What follows belongs to an exercise in optimizing a design on an open flow for small area, a short achievable clock period and few clock cycles per item; a production flow would make more cautious choices. Function was checked by simulation only, so behaviour that the tests miss may differ from the original.

`design/flow/run.sh`:
```
#!/bin/bash
# synth_recipe.tcl (not shown) runs the flow's synth.tcl, then flattens the netlist and writes it again
# the make line also repeats each setting of config.mk as NAME=value (left out here)
make -C /OpenROAD-flow-scripts/flow DESIGN_CONFIG=/design/flow/config.mk WORK_HOME=/design/flow/orfs CLKGATE_MAP_FILE= SYNTH_SCRIPT=/design/flow/synth_recipe.tcl finish
```
`design/flow/config.mk`:
```
export PLATFORM = sky130hd
export DESIGN_NAME = epoch_seconds_to_civil_date_top
export DESIGN_NICKNAME = epoch_seconds_to_civil_date_top
export VERILOG_FILES = /design/flow/design.v
export SDC_FILE = /design/flow/constraint.sdc
export NUM_CORES = 4
export LEC_CHECK = 0
export CAP_MARGIN = 20
export CORE_MARGIN = 2
export CORE_UTILIZATION = 35
export SLEW_MARGIN = 20
```
`design/flow/constraint.sdc`:
```
create_clock -name core_clock -period 8.5 [get_ports {clk}]
set_input_delay 1.7000 -clock core_clock [delete_from_list [all_inputs] [get_ports {clk}]]
set_output_delay 1.7000 -clock core_clock [all_outputs]
set_load 0.01 [all_outputs]
```
`design/flow/design.v`:
```
package e2cd_pkg;
	localparam int STAGES = 13;
	localparam int SECS_W  = 48;
	localparam int YEAR_W  = 24;
	localparam int MONTH_W = 4;
	localparam int DOM_W   = 5;
	localparam int WDAY_W  = 3;
	localparam longint unsigned SECS_PER_DAY    = 64'd86400;
	localparam longint unsigned SHIFT_TO_MARCH0 = 64'd719468;
	localparam longint unsigned DAYS_PER_ERA    = 64'd146097;
	localparam longint unsigned DAYS_PER_4Y     = 64'd1460;
	localparam longint unsigned DAYS_PER_CENT   = 64'd36524;
	localparam longint unsigned DAYS_PER_YEAR   = 64'd365;
	localparam longint unsigned BIAS_DAY_UNIT = DAYS_PER_ERA * 64'd7;
	localparam longint unsigned BIAS_SEC_UNIT = BIAS_DAY_UNIT * SECS_PER_DAY;
	localparam longint unsigned BIAS_UNITS    =
		((64'd1 << (SECS_W - 1)) + BIAS_SEC_UNIT - 64'd1) / BIAS_SEC_UNIT;
	localparam longint unsigned BIAS_DAYS     = BIAS_UNITS * BIAS_DAY_UNIT;
	localparam logic [SECS_W:0] SEC_BIAS      = (SECS_W + 1)'(BIAS_DAYS * SECS_PER_DAY);
	localparam logic [YEAR_W-1:0] YEAR_BIAS   = YEAR_W'(BIAS_UNITS * 64'd7 * 64'd400);
	localparam int               SHR_DAY  = 7;
	localparam longint unsigned  DIV_DAY  = SECS_PER_DAY >> SHR_DAY;
	localparam int T_W    = SECS_W + 1 - SHR_DAY;
	localparam int TL_W   = 21;
	localparam int TH_W   = T_W - TL_W;
	localparam int REM_W  = 10;
	localparam int QH_W   = 12;
	localparam int V_W    = REM_W + TL_W;
	localparam int  MH_SH = TH_W + 10;
	localparam int  MH_W  = 22;
	localparam logic [MH_W-1:0] MH_MUL =
		MH_W'(((64'd1 << MH_SH) + DIV_DAY - 64'd1) / DIV_DAY);
	localparam int  PH_W  = TH_W + MH_W;
	localparam int  ML_SH = V_W + 10;
	localparam int  ML_W  = 32;
	localparam logic [ML_W-1:0] ML_MUL =
		ML_W'(((64'd1 << ML_SH) + DIV_DAY - 64'd1) / DIV_DAY);
	localparam int  PL_W  = V_W + ML_W;
	localparam int  DAYS_W = 32;
	localparam int  ERA_SH = DAYS_W + 18;
	localparam int  ERA_MW = 33;
	localparam logic [ERA_MW-1:0] ERA_MUL =
		ERA_MW'(((64'd1 << ERA_SH) + DAYS_PER_ERA - 64'd1) / DAYS_PER_ERA);
	localparam int  PE_W   = DAYS_W + ERA_MW;
	localparam int  ERA_W  = 15;
	localparam int  DOE_W  = 18;
	localparam int  A_SH  = DOE_W + 11;
	localparam int  A_MW  = 19;
	localparam logic [A_MW-1:0] A_MUL =
		A_MW'(((64'd1 << A_SH) + DAYS_PER_4Y - 64'd1) / DAYS_PER_4Y);
	localparam int  PA_W  = DOE_W + A_MW;
	localparam int  Y_SH  = DOE_W + 9;
	localparam int  Y_MW  = 19;
	localparam logic [Y_MW-1:0] Y_MUL =
		Y_MW'(((64'd1 << Y_SH) + DAYS_PER_YEAR - 64'd1) / DAYS_PER_YEAR);
	localparam int  PY_W  = DOE_W + Y_MW;
	localparam int  YOE_W = 9;
	localparam int  DOY_W = 9;
	localparam int  MP_W  = 4;
	localparam logic [12*DOY_W-1:0] MONTH_START = {
		9'd337, 9'd306, 9'd275, 9'd245, 9'd214, 9'd184,
		9'd153, 9'd122, 9'd92, 9'd61, 9'd31, 9'd0
	};
	localparam logic [MP_W-1:0] MP_JAN = 4'd10;
endpackage
import e2cd_pkg::*;
module epoch_seconds_to_civil_date_top (
	input  logic                                clk,
	input  logic                                arst_n,
	input  logic                                in_valid,
	output logic                                in_ready,
	input  logic signed [e2cd_pkg::SECS_W-1:0]  unix_seconds,
	output logic                                out_valid,
	input  logic                                out_ready,
	output logic signed [e2cd_pkg::YEAR_W-1:0]  year,
	output logic [e2cd_pkg::MONTH_W-1:0]        month,
	output logic [e2cd_pkg::DOM_W-1:0]          day_of_month,
	output logic [e2cd_pkg::WDAY_W-1:0]         weekday
);
	logic [STAGES-1:0] vld_q;
	logic [STAGES-1:0] en;
	always_comb begin
		en[STAGES-1] = !vld_q[STAGES-1] || out_ready;
		for (int i = STAGES - 2; i >= 0; i--) begin
			en[i] = !vld_q[i] || en[i+1];
		end
	end
	always_ff @(posedge clk or negedge arst_n) begin
		if (!arst_n) begin
			vld_q <= '0;
		end else begin
			if (en[0]) begin
				vld_q[0] <= in_valid;
			end
			for (int i = 1; i < STAGES; i++) begin
				if (en[i]) begin
					vld_q[i] <= vld_q[i-1];
				end
			end
		end
	end
	assign in_ready  = en[0];
	assign out_valid = vld_q[STAGES-1];
	logic [SECS_W:0] sec_b;
	logic [T_W-1:0]  t_s1;
	assign sec_b = {unix_seconds[SECS_W-1], unix_seconds} + SEC_BIAS;
	always_ff @(posedge clk) begin
		if (en[0]) begin
			t_s1 <= sec_b[SECS_W:SHR_DAY];
		end
	end
	logic [TH_W-1:0] th_s2;
	logic [TL_W-1:0] tl_s2;
	logic [PH_W-1:0] prodh_s2;
	always_ff @(posedge clk) begin
		if (en[1]) begin
			th_s2    <= t_s1[T_W-1:TL_W];
			tl_s2    <= t_s1[TL_W-1:0];
			prodh_s2 <= PH_W'(t_s1[T_W-1:TL_W]) * PH_W'(MH_MUL);
		end
	end
	logic [QH_W-1:0] qh;
	logic [TH_W-1:0] rh;
	logic [QH_W-1:0] qh_s3;
	logic [V_W-1:0]  v_s3;
	assign qh = prodh_s2[PH_W-1:MH_SH];
	assign rh = th_s2 - TH_W'(qh) * TH_W'(DIV_DAY);
	always_ff @(posedge clk) begin
		if (en[2]) begin
			qh_s3 <= qh;
			v_s3  <= {rh[REM_W-1:0], tl_s2};
		end
	end
	logic [QH_W-1:0] qh_s4;
	logic [PL_W-1:0] prodl_s4;
	always_ff @(posedge clk) begin
		if (en[3]) begin
			qh_s4    <= qh_s3;
			prodl_s4 <= PL_W'(v_s3) * PL_W'(ML_MUL);
		end
	end
	logic [DAYS_W-1:0] days_b;
	logic [DAYS_W-1:0] z_s5;
	logic [6:0]        wsum_s5;
	assign days_b = {qh_s4[DAYS_W-TL_W-1:0], prodl_s4[ML_SH +: TL_W]};
	logic [32:0] xp;
	logic [6:0]  wsum;
	always_comb begin
		xp   = {1'b0, days_b};
		wsum = '0;
		for (int i = 0; i < 11; i++) begin
			wsum = wsum + 7'(xp[3*i +: 3]);
		end
	end
	always_ff @(posedge clk) begin
		if (en[4]) begin
			z_s5    <= days_b + DAYS_W'(SHIFT_TO_MARCH0);
			wsum_s5 <= wsum;
		end
	end
	logic [DAYS_W-1:0] z_s6;
	logic [PE_W-1:0]   prode_s6;
	logic [WDAY_W-1:0] wd_s6;
	logic [3:0]        ws2;
	logic [3:0]        ws3;
	logic [2:0]        wr;
	logic [WDAY_W-1:0] wd;
	always_comb begin
		ws2 = 4'(wsum_s5[2:0]) + 4'(wsum_s5[5:3]) + 4'(wsum_s5[6]);
		ws3 = 4'(ws2[2:0]) + 4'(ws2[3]);
		wr  = (ws3 >= 4'd7) ? 3'(ws3 - 4'd7) : ws3[2:0];
		wd  = (wr >= 3'd3) ? 3'(wr - 3'd3) : 3'(wr + 3'd4);
	end
	always_ff @(posedge clk) begin
		if (en[5]) begin
			z_s6     <= z_s5;
			prode_s6 <= PE_W'(z_s5) * PE_W'(ERA_MUL);
			wd_s6    <= wd;
		end
	end
	logic [ERA_W-1:0]  era;
	logic [DAYS_W-1:0] doe_full;
	logic [ERA_W-1:0]  era_s7;
	logic [DOE_W-1:0]  doe_s7;
	logic [WDAY_W-1:0] wd_s7;
	assign era      = prode_s6[PE_W-1:ERA_SH];
	assign doe_full = z_s6 - DAYS_W'(era) * DAYS_W'(DAYS_PER_ERA);
	always_ff @(posedge clk) begin
		if (en[6]) begin
			era_s7 <= era;
			doe_s7 <= doe_full[DOE_W-1:0];
			wd_s7  <= wd_s6;
		end
	end
	logic [ERA_W-1:0]  era_s8;
	logic [DOE_W-1:0]  doe_s8;
	logic [PA_W-1:0]   pa_s8;
	logic [2:0]        cent_s8;
	logic              last_s8;
	logic [WDAY_W-1:0] wd_s8;
	logic [2:0]        cent;
	always_comb begin
		cent = '0;
		for (int k = 1; k <= 4; k++) begin
			cent = cent + 3'(doe_s7 >= DOE_W'(DAYS_PER_CENT * 64'(k)));
		end
	end
	always_ff @(posedge clk) begin
		if (en[7]) begin
			era_s8  <= era_s7;
			doe_s8  <= doe_s7;
			pa_s8   <= PA_W'(doe_s7) * PA_W'(A_MUL);
			cent_s8 <= cent;
			last_s8 <= (doe_s7 == DOE_W'(DAYS_PER_ERA - 64'd1));
			wd_s8   <= wd_s7;
		end
	end
	logic [ERA_W-1:0]  era_s9;
	logic [DOE_W-1:0]  doe_s9;
	logic [DOE_W-1:0]  n_s9;
	logic [WDAY_W-1:0] wd_s9;
	always_ff @(posedge clk) begin
		if (en[8]) begin
			era_s9 <= era_s8;
			doe_s9 <= doe_s8;
			n_s9   <= doe_s8 - DOE_W'(pa_s8[PA_W-1:A_SH]) + DOE_W'(cent_s8)
				- DOE_W'(last_s8);
			wd_s9  <= wd_s8;
		end
	end
	logic [ERA_W-1:0]  era_s10;
	logic [DOE_W-1:0]  doe_s10;
	logic [PY_W-1:0]   py_s10;
	logic [WDAY_W-1:0] wd_s10;
	always_ff @(posedge clk) begin
		if (en[9]) begin
			era_s10 <= era_s9;
			doe_s10 <= doe_s9;
			py_s10  <= PY_W'(n_s9) * PY_W'(Y_MUL);
			wd_s10  <= wd_s9;
		end
	end
	logic [YOE_W-1:0]  yoe;
	logic [1:0]        ycent;
	logic [DOE_W-1:0]  ystart;
	logic [DOE_W-1:0]  doy_full;
	logic [ERA_W-1:0]  era_s11;
	logic [YOE_W-1:0]  yoe_s11;
	logic [DOY_W-1:0]  doy_s11;
	logic [WDAY_W-1:0] wd_s11;
	assign yoe      = py_s10[Y_SH +: YOE_W];
	assign ycent    = 2'(yoe >= 9'd100) + 2'(yoe >= 9'd200) + 2'(yoe >= 9'd300);
	assign ystart   = DOE_W'(yoe) * DOE_W'(DAYS_PER_YEAR) + DOE_W'(yoe[YOE_W-1:2])
		- DOE_W'(ycent);
	assign doy_full = doe_s10 - ystart;
	always_ff @(posedge clk) begin
		if (en[10]) begin
			era_s11 <= era_s10;
			yoe_s11 <= yoe;
			doy_s11 <= doy_full[DOY_W-1:0];
			wd_s11  <= wd_s10;
		end
	end
	logic [MP_W-1:0]        mp;
	logic [YEAR_W-1:0]      ybase_s12;
	logic [MP_W-1:0]        mp_s12;
	logic [DOY_W-1:0]       doy_s12;
	logic [WDAY_W-1:0]      wd_s12;
	always_comb begin
		mp = '0;
		for (int k = 1; k < 12; k++) begin
			mp = mp + MP_W'(doy_s11 >= MONTH_START[DOY_W*k +: DOY_W]);
		end
	end
	always_ff @(posedge clk) begin
		if (en[11]) begin
			ybase_s12 <= YEAR_W'(yoe_s11) + YEAR_W'(era_s11) * YEAR_W'(400) - YEAR_BIAS;
			mp_s12    <= mp;
			doy_s12   <= doy_s11;
			wd_s12    <= wd_s11;
		end
	end
	logic              jan_feb;
	logic [DOY_W-1:0]  dom_full;
	logic [YEAR_W-1:0] year_s13;
	logic [MONTH_W-1:0] month_s13;
	logic [DOM_W-1:0]  dom_s13;
	logic [WDAY_W-1:0] wd_s13;
	assign jan_feb  = (mp_s12 >= MP_JAN);
	logic [DOY_W-1:0]  mstart;
	always_comb begin
		mstart = '0;
		for (int k = 0; k < 12; k++) begin
			if (mp_s12 == MP_W'(k)) begin
				mstart = MONTH_START[DOY_W*k +: DOY_W];
			end
		end
	end
	assign dom_full = doy_s12 - mstart + 9'd1;
	always_ff @(posedge clk) begin
		if (en[12]) begin
			year_s13  <= ybase_s12 + YEAR_W'(jan_feb);
			month_s13 <= jan_feb ? MONTH_W'(mp_s12 - MP_JAN + 4'd1)
				: MONTH_W'(mp_s12 + 4'd3);
			dom_s13   <= dom_full[DOM_W-1:0];
			wd_s13    <= wd_s12;
		end
	end
	assign year         = year_s13;
	assign month        = month_s13;
	assign day_of_month = dom_s13;
	assign weekday      = wd_s13;
endmodule
```
==> run summary <==
[metal layers]
layer	global-route usage	up-vias	part of all wire	wire length, um
li1	-	21700	-	-
met1	0.208	23100	0.44	74400
met2	0.285	714	0.50	84400
met3	0.0187	189	0.036	6150
met4	0.0353	2	0.023	3940
met5	0	-	0.000065	11
[area by class of cell]
class / count / area [um2] / share of cell area
multi-input combinational: 4200 / 52700 / 0.641
inverter: 1953 / 7330 / 0.0891
clock buffer: 68 / 1460 / 0.0177
antenna: 1 / 2.50 / 0.0000304
clock inverter: 37 / 397 / 0.00482
tap: 2838 / 3550 / 0.0432
sequential: 519 / 15500 / 0.189
timing repair buffer: 143 / 1290 / 0.0156
[sequential cells by signal, summed over array words and instances (netlist names), 18 cells and up]
name and count:
doe_s7 18, doe_s8 18, t_s1 42, tl_s2 21
year_s13 24, z_s6 18, ybase_s12 24, z_s5 32
prodl_s4 21, v_s3 31, n_s9 18
[worst max-delay path by stage]
stage	from	end	slack [ns]	cells after the start
finish	z_s5[22]$_DFFE_PP_	prode_s6[64]$_DFFE_PP_	0.31	24
CTS	v_s3[13]$_DFFE_PP_	prodl_s4[61]$_DFFE_PP_	0.28	25
global route	z_s5[12]$_DFFE_PP_	prode_s6[62]$_DFFE_PP_	0.03	24
detailed placement	v_s3[13]$_DFFE_PP_	prodl_s4[61]$_DFFE_PP_	0.29	25
global placement	v_s3[13]$_DFFE_PP_	prodl_s4[61]$_DFFE_PP_	0.32	25
floorplan	out_ready	in_ready	0.96	9
[cells in the final DEF (no fill, tap or decap), drive strengths merged, types with 32 or more instances in the layout]
cell type / instances
a211oi: 33
a21o: 51
a21oi: 157
buf: 62
clkbuf: 68
clkdlybuf4s50: 81
edfxtp: 506
fa: 1169
ha: 1627
inv: 1956
nand2: 126
nand2b: 32
nand3: 72
nand4: 39
nor2: 137
nor3: 48
o21ai: 107
xnor2: 207
xor2: 76
[critical path, cell delays in order, from the launching register on]
cell,delay [ns]
edfxtp_1,0.54
fa_1,0.63
inv_1,0.11
fa_1,0.49
inv_1,0.05
fa_1,0.51
inv_1,0.05
fa_1,0.48
inv_1,0.06
fa_1,0.54
fa_1,0.57
fa_1,0.58
inv_1,0.07
fa_1,0.54
inv_1,0.05
ha_1,0.29
nand4_1,0.09
nor4_1,0.34
o2111ai_1,0.17
a21oi_1,0.72
a2111oi_4,0.10
o211ai_2,0.39
a211o_1,0.23
and2_1,0.18
o211ai_2,0.09
[stage by stage]
stage,utilization,hold slack [ns]
4_1_cts,0.383,0.386
3_3_place_gp,0.375,0.400
5_1_grt,0.383,0.403
2_1_floorplan,-,0.400
6_report,0.383,0.392
3_5_place_dp,0.375,0.405
[what timing repair did]
item	CTS	global route
gates resized for setup	0	3
endpoints found under the setup margin	0	9
hold buffers	0	0
[logic make-up (layout without fill, tap and decap cells)]
family / after synthesis / count (layout) / share of synthesized area
buffers and inverters: 1967 / 2201 / 0.0977
AO/OA/AOI/OAI: 530 / 530 / 0.0459
adder cells (fa/ha/maj): 2796 / 2796 / 0.579
XOR/XNOR: 283 / 283 / 0.0328
other: 0 / 1 / 0
AND/OR/NAND/NOR: 585 / 585 / 0.0387
multiplexers: 6 / 6 / 0.000828
flip-flops: 519 / 519 / 0.205
==> impl_metrics.csv <==
group,metric,value,unit
outcome,status,"finished clean",
layout,nets,9721,
die,rows,170,
logic_synthesis,synth_top_area_share,0.310,
global_routing,grt.total_usage,0.160,
min_path,min_to,"qh_s4[6]$_DFFE_PP_",
timing,finalWorstPathRequiredPeriod,8.19,ns
logic_synthesis,synth.distinct_cells,74,
logic_synthesis,avgSynthCellArea,11.3,um2
route,route.detailed.drc,0,
logic_synthesis,yosys_register_bits,519,
die,io_pins,90,
route,vias,45700,
critical_path,critPathArrivalTime,8.56,ns
critical_path,rr_worst_depth,24,
die,start_util,0.352,
clocking,clk_latency,0.67,ns
route,viasPerCell,4.68,
timing,skew,0.0327,ns
clocking,post_cts_buffers,0,
clocking,cts_max_level,2,
timing,slew_headroom,0.295,
placed_design,gp_congestion,0.956,
clocking,numClockSinks,519,
critical_path,startpoint_type,"flop",
die,fp.dieW,469,um
timing,fin_crit_sh,0.963,
logic_synthesis,synth-seq-area-share,0.205,
timing,finalSetupTns,0,ns
route,wirelength,169000,um
layout,fin_cells,9759,
min_path,hold_class,"flop to flop",
placed_design,placed_area,0.0804,mm2
global_routing,grt_pass1_wl,275000,um
timing,slew_viol_final,0,
run,drv_cap,0,
timing,worst_slack,0.313,ns
global_routing,grt-ovfl-total,0,
global_routing,grt_max_degree,49,
timing,setup_viol,0,
layout,fill_cells,20800,
die,die_h,469,um
logic_synthesis,yosys_warnings,1,
placed_design,pre_cts_ws,0.287,ns
timing,fmax,0.122,GHz
critical_path,worstReg2RegEnd,"prode_s6[64]$_DFFE_PP_",
clocking,cts_made_buffers,56,
placed_design,detailed_place_hpwl,149000,um
global_routing,antenna_found_initial,3,
placed_design,place_inst,9652,
timing,rsz0062_at_grt,"false",
min_path,holdPathStages,0,
critical_path,crit_type,"flop to flop",
logic_synthesis,yosys-top-cells-area,"fa_1 (31%), ha_1 (27%), edfxtp_1 (20%)",
clocking,cts_root_buf,"clkbuf_16",
timing,worst_pin_slew,1.06,ns
critical_path,r2r_slack,0.31,ns
route,first_pass_iters,5,
route,drt_iter0_markers,2222,
min_path,min_from,"qh_s3[6]$_DFFE_PP_",
clocking,clock_path_buffers,3,
placed_design,portBuffers,82,
critical_path,required,8.87,ns
logic_synthesis,synth-async-reset-ratio,0.0250,
logic_synthesis,synth_most_common_cell,"inv_1",
logic_synthesis,synthesis.nets,9534,
die,coreArea,0.215,mm2
critical_path,rr_startpoint,"z_s5[22]$_DFFE_PP_",
timing,hold_viol_final,0,
logic_synthesis,syn_inst,6686,
logic_synthesis,synth_edf_count,506,
logic_synthesis,syn-cell-area,0.0756,mm2
critical_path,crit_path_end_kind,"flop",
global_routing,grt_pass1_vias,50100,
layout,drive_gt1_frac,0.0276,
route,antenna_left,0,
layout,fin_area,0.0823,mm2
die,die_area,0.220,mm2
clocking,path_clk_slew,0.08,ns
logic_synthesis,ys_top_cells_by_count,"inv_1 (1,953), ha_1 (1,627), fa_1 (1,169)",
critical_path,path_max_fanout,7,
route,drt-wirelength-per-cell,17.3,um
logic_synthesis,yosysTopAreaCell,"fa_1",
clocking,cts_tree,"built",
logic_synthesis,synth_ff_type,"edfxtp_1",
layout,syn_to_final_growth,8.82,%
Testbench counts, summed over its fixed seeds: cycles 32,104, items 32,000.

static timing again, ports no longer ideal:
In the flow no input, the clock included, has a driving cell. The finished layout below was timed again as built, in two steps.
Step 1, drivers: a clkbuf_16 drives clk and a buf_2 each remaining input, both assumed.
Step 2 moves the port delays by t, midway between the first and last clock arrival at a register: inputs arrive t later, outputs are due t later. That takes back most of the time a late clock gives input paths.
Three values: no drivers, after step 1, after step 2; two values: the first two.
t (ns): 0.729
setup slack, ns: 0.313 / 0.313 / 0.313
worst hold slack (ns): 0.392 / 0.392 / 0.392
latest minus earliest clock arrival (ns): 0.034 / 0.034
After both steps this run still meets setup and hold. The setup slack of this run moves by 0.000 ns with the drivers and by 0.000 ns with both steps.
